This design comes from an exercise in tuning for small area on the open sky130 flow, not from production work. Function was checked by simulation only, so behaviour that the tests miss may differ from the original.

==> inputs of indigo <==
==> flow/design.v <==
module regfile_mp_oai22 (
  input  logic a0, b0, a1, b1,
  output logic y
);
  assign y = ~((a0 | b0) & (a1 | b1));
endmodule
module regfile_mp_aoi21 (
  input  logic a0, a1, b,
  output logic y
);
  assign y = ~((a0 & a1) | b);
endmodule
module regfile_mp_nor2 (
  input  logic a, b,
  output logic y
);
  assign y = ~(a | b);
endmodule
module regfile_mp_nor4 (
  input  logic a, b, c, d,
  output logic y
);
  assign y = ~(a | b | c | d);
endmodule
module regfile_mp_nand4 (
  input  logic a, b, c, d,
  output logic y
);
  assign y = ~(a & b & c & d);
endmodule
module regfile_mp_xor2 (
  input  logic a, b,
  output logic y
);
  assign y = a ^ b;
endmodule
module regfile_mp_rbit (
  input  logic [30:0] seln,
  input  logic [30:0] x,
  input  logic        p,
  output logic        y
);
  logic [15:0] u;
  logic [3:0]  v;
  logic        m;
  for (genvar i = 0; i < 15; i++) begin : g_oai
    regfile_mp_oai22 u_oai (
      .a0(seln[2*i]),   .b0(x[2*i]),
      .a1(seln[2*i+1]), .b1(x[2*i+1]),
      .y(u[i]));
  end
  regfile_mp_nor2 u_n2 (.a(seln[30]), .b(x[30]), .y(u[15]));
  for (genvar j = 0; j < 4; j++) begin : g_nor
    regfile_mp_nor4 u_nor (.a(u[4*j]), .b(u[4*j+1]), .c(u[4*j+2]), .d(u[4*j+3]), .y(v[j]));
  end
  regfile_mp_nand4 u_m (.a(v[0]), .b(v[1]), .c(v[2]), .d(v[3]), .y(m));
  regfile_mp_xor2  u_x (.a(m), .b(p), .y(y));
endmodule
module regfile_mp #(
  parameter int DATA_W   = 32,
  parameter int ADDR_W   = 5,
  parameter int NUM_RD   = 4,
  parameter int ZERO_REG = 1
) (
  input  logic                     clk_i,
  input  logic                     rst_i,
  output logic                     ready_o,
  input  logic                     we0_i,
  input  logic [ADDR_W-1:0]        waddr0_i,
  input  logic [DATA_W-1:0]        wdata0_i,
  input  logic                     we1_i,
  input  logic [ADDR_W-1:0]        waddr1_i,
  input  logic [DATA_W-1:0]        wdata1_i,
  input  logic [NUM_RD*ADDR_W-1:0] raddr_i,
  output logic [NUM_RD*DATA_W-1:0] rdata_o
);
  localparam int DEPTH = 2 ** ADDR_W;
  logic [ADDR_W-1:0] clr_cnt_q;
  logic              ready_q;
  logic              g_q;
  logic [DATA_W-1:0] a0n_s, a1n_s;
  always_ff @(posedge clk_i) begin
    if (rst_i) begin
      clr_cnt_q <= '0;
      ready_q   <= 1'b0;
    end else begin
      clr_cnt_q <= clr_cnt_q + ADDR_W'(1);
      if (&clr_cnt_q) ready_q <= 1'b1;
    end
  end
  always_ff @(posedge clk_i) begin
    g_q <= ready_q ? ~g_q : 1'b1;
  end
  assign a0n_s = ~(wdata0_i ^ {DATA_W{g_q}});
  assign a1n_s = ~(wdata1_i ^ {DATA_W{g_q}});
  logic [30:0] xb_s [DATA_W];
  for (genvar r = 1; r < DEPTH; r++) begin : g_ent
    logic              s1, s0, s1n, s0n, h;
    logic [DATA_W-1:0] x_q, x_d, u_s;
    assign s1  = ready_q && we1_i && (waddr1_i == ADDR_W'(r));
    assign s0  = ready_q && we0_i && (waddr0_i == ADDR_W'(r)) && !s1;
    assign s1n = !s1;
    assign s0n = !s0;
    assign h   = ready_q && !s1 && !s0;
    for (genvar b = 0; b < DATA_W; b++) begin : g_bit
      regfile_mp_oai22 u_wl (.a0(s1n), .b0(a1n_s[b]), .a1(s0n), .b1(a0n_s[b]), .y(u_s[b]));
      regfile_mp_aoi21 u_wh (.a0(h), .a1(x_q[b]), .b(u_s[b]), .y(x_d[b]));
      assign xb_s[b][r-1] = x_q[b];
    end
    always_ff @(posedge clk_i) begin
      x_q <= x_d;
    end
  end
  for (genvar k = 0; k < NUM_RD; k++) begin : g_rd
    logic [ADDR_W-1:0] raddr_s;
    logic [30:0]       seln_s;
    logic              p_s;
    assign raddr_s = raddr_i[k*ADDR_W +: ADDR_W];
    for (genvar r = 1; r < DEPTH; r++) begin : g_sel
      assign seln_s[r-1] = !(ready_q && (raddr_s == ADDR_W'(r)));
    end
    assign p_s = !g_q && ready_q && (raddr_s != '0);
    for (genvar b = 0; b < DATA_W; b++) begin : g_bit
      regfile_mp_rbit u_r (.seln(seln_s), .x(xb_s[b]), .p(p_s), .y(rdata_o[k*DATA_W + b]));
    end
  end
  assign ready_o = ready_q;
endmodule
==> flow/flow/run.sh <==
#!/bin/bash
# Own layout flow: the standard ORFS flow (standard.sh) with these changes:
#  - port buffers are buf_2 cells instead of the resizer's default choice;
#  - clock tree synthesis without dummy loads, with clkbuf_4/clkbuf_8 and larger sink clusters;
#  - before global placement, combinational cells are set back to their smallest variant
#    (flow/downsize.tcl); repair_design and repair_timing size up where needed;
#  - global routing leaves more of met1 free for pin access (flow/fastroute.tcl).
# The make output goes to flow_make.log; each ORFS step keeps its own log under orfs/logs/.
set -euo pipefail
cd "$(dirname "${BASH_SOURCE[0]}")/.."
W=$PWD
bash standard.sh \
  "BUFFER_PORTS_ARGS=-buffer_cell sky130_fd_sc_hd__buf_2" \
  "CTS_ARGS=-sink_clustering_enable -repair_clock_nets -dont_use_dummy_load -buf_list {sky130_fd_sc_hd__clkbuf_4 sky130_fd_sc_hd__clkbuf_8} -sink_clustering_size 30 -sink_clustering_max_diameter 60" \
  "PRE_GLOBAL_PLACE_TCL=$W/flow/downsize.tcl" \
  "FASTROUTE_TCL=$W/flow/fastroute.tcl" \
  finish > "$W/flow_make.log" 2>&1
==> flow/flow/downsize.tcl <==
# Area recovery before global placement: set every combinational cell that synthesis mapped to
# a larger drive strength back to the smallest-area variant of the same function (on a tie,
# the stronger one).  Buffering and timing repair later in the flow size up again wherever
# slew, capacitance or timing need it.
set db [ord::get_db]
set n 0
foreach inst [[ord::get_db_block] getInsts] {
  set m [$inst getMaster]
  if {[$m getType] != "CORE"} continue
  set name [$m getName]
  if {![regexp {^(sky130_fd_sc_hd__)([a-z0-9]+)_([0-9]+)$} $name -> pre base size]} continue
  if {[regexp {^(df|dl|sdf|edf|sed|tap|fill|decap|conb|clk|buf|inv|lpflow)} $base]} continue
  set best $m
  set best_a [expr {[$m getWidth] * [$m getHeight]}]
  set best_s $size
  foreach s {0 1 2} {
    if {$s >= $size} break
    set c [$db findMaster ${pre}${base}_$s]
    if {$c == "NULL"} continue
    set a [expr {[$c getWidth] * [$c getHeight]}]
    if {$a < $best_a || ($a == $best_a && $s > $best_s && $best != $m)} {
      set best $c; set best_a $a; set best_s $s
    }
  }
  if {$best != $m} { $inst swapMaster $best; incr n }
}
puts "downsize: $n cells set to a smaller variant"
==> flow/flow/fastroute.tcl <==
# Global routing layers as the platform's fastroute.tcl sets them, but with less of met1 given
# to global routing, so that met1 stays free for reaching the cells' pins.
set_global_routing_layer_adjustment $::env(MIN_ROUTING_LAYER)-$::env(MAX_ROUTING_LAYER) 0.2
set_global_routing_layer_adjustment met1 0.7

set_routing_layers -clock $::env(MIN_CLK_ROUTING_LAYER)-$::env(MAX_ROUTING_LAYER)
set_routing_layers -signal $::env(MIN_ROUTING_LAYER)-$::env(MAX_ROUTING_LAYER)
==> flow/standard.sh <==
#!/bin/bash
# synth_recipe.tcl (not shown) runs the flow's synth.tcl, then flattens the netlist and writes it again
# the make line also repeats each setting of config.mk as NAME=value (left out here)
make -C /OpenROAD-flow-scripts/flow DESIGN_CONFIG=/design/flow/config.mk WORK_HOME=/design/flow/orfs CLKGATE_MAP_FILE= SYNTH_SCRIPT=/design/flow/synth_recipe.tcl "${@:-finish}"
==> flow/config.mk <==
export PLATFORM = sky130hd
export DESIGN_NAME = regfile_mp
export DESIGN_NICKNAME = regfile_mp
export VERILOG_FILES = /design/flow/design.v
export SDC_FILE = /design/flow/constraint.sdc
export NUM_CORES = 4
export LEC_CHECK = 0
export CAP_MARGIN = 0
export CORE_MARGIN = 2
export CORE_UTILIZATION = 50
export SLEW_MARGIN = 0
export SYNTH_HIERARCHICAL = 1
==> flow/constraint.sdc <==
create_clock -name core_clock -period 6.0 [get_ports {clk_i}]
set_input_delay 1.2000 -clock core_clock [delete_from_list [all_inputs] [get_ports {clk_i}]]
set_output_delay 1.2000 -clock core_clock [all_outputs]
set_load 0.01 [all_outputs]
==> maple: changes against indigo <==
- CAP_MARGIN: 0 -> 20
- CORE_UTILIZATION: 50 -> 35
- PLACE_DENSITY: default -> 0.5
- SETUP_SLACK_MARGIN: default -> 0.45
- SLEW_MARGIN: 0 -> 20
==> umber: changes against indigo <==
- CORE_UTILIZATION: 50 -> 35
- PLACE_DENSITY: default -> 0.5
==> flow_summary.yaml <==
run_status:
  status: "timing/DRC/antenna clean"
die:
  start_util: 0.3514
  row_count: 150
placed_design:
  gp_congestion: 1.087
The numbers above come from maple.

==> flow_summary.yaml <==
die:
  start_util: 0.5040
run_status:
  status: "did not finish"
  lastStage: "global routing"
  error_line: "[ERROR GRT-0116] Global routing finished with congestion. Check the congestion regions in the DRC Viewer."
The numbers above come from indigo.

==> flow_summary.yaml <==
sta:
  final.setup.worst_slack_ns: -0.0009974
  setup_violations: 1
die:
  start_util: 0.3514
run_status:
  status: "complete, but fails checks"
  check.faults: "negative setup slack"
The numbers above come from umber.

## afterwards: timing with drivers on the ports
In the flow no input, the clock included, has a driving cell. The finished layouts below were timed again as built, in two steps.
Step 1 assumes that a clkbuf_16 drives the clock port and a buf_2 every other input.
Step 2 moves the port delays by t, midway between the first and last clock arrival at a register: inputs arrive t later, outputs are due t later. That takes back most of the time a late clock gives input paths.
Slacks: ideal ports / drivers / drivers and shift; pairs: ideal ports / drivers.
| run | shift t [ns] | setup WS [ns] | worst register clock-pin slew, ns | worst slew at a driven data input, ns | pins driven straight from the clock port |
|---|---|---|---|---|---|
| maple | 1.091 | 0.165 / 0.053 / 0.053 | 0.11 / 0.11 | 0.35 | 1 |
| umber | 1.071 | -0.001 / -0.093 / -0.046 | 0.12 / 0.12 | 0.34 | 1 |
The setup slack of maple, which loses most, moves by -0.112 ns with the drivers and by -0.112 ns with both steps.
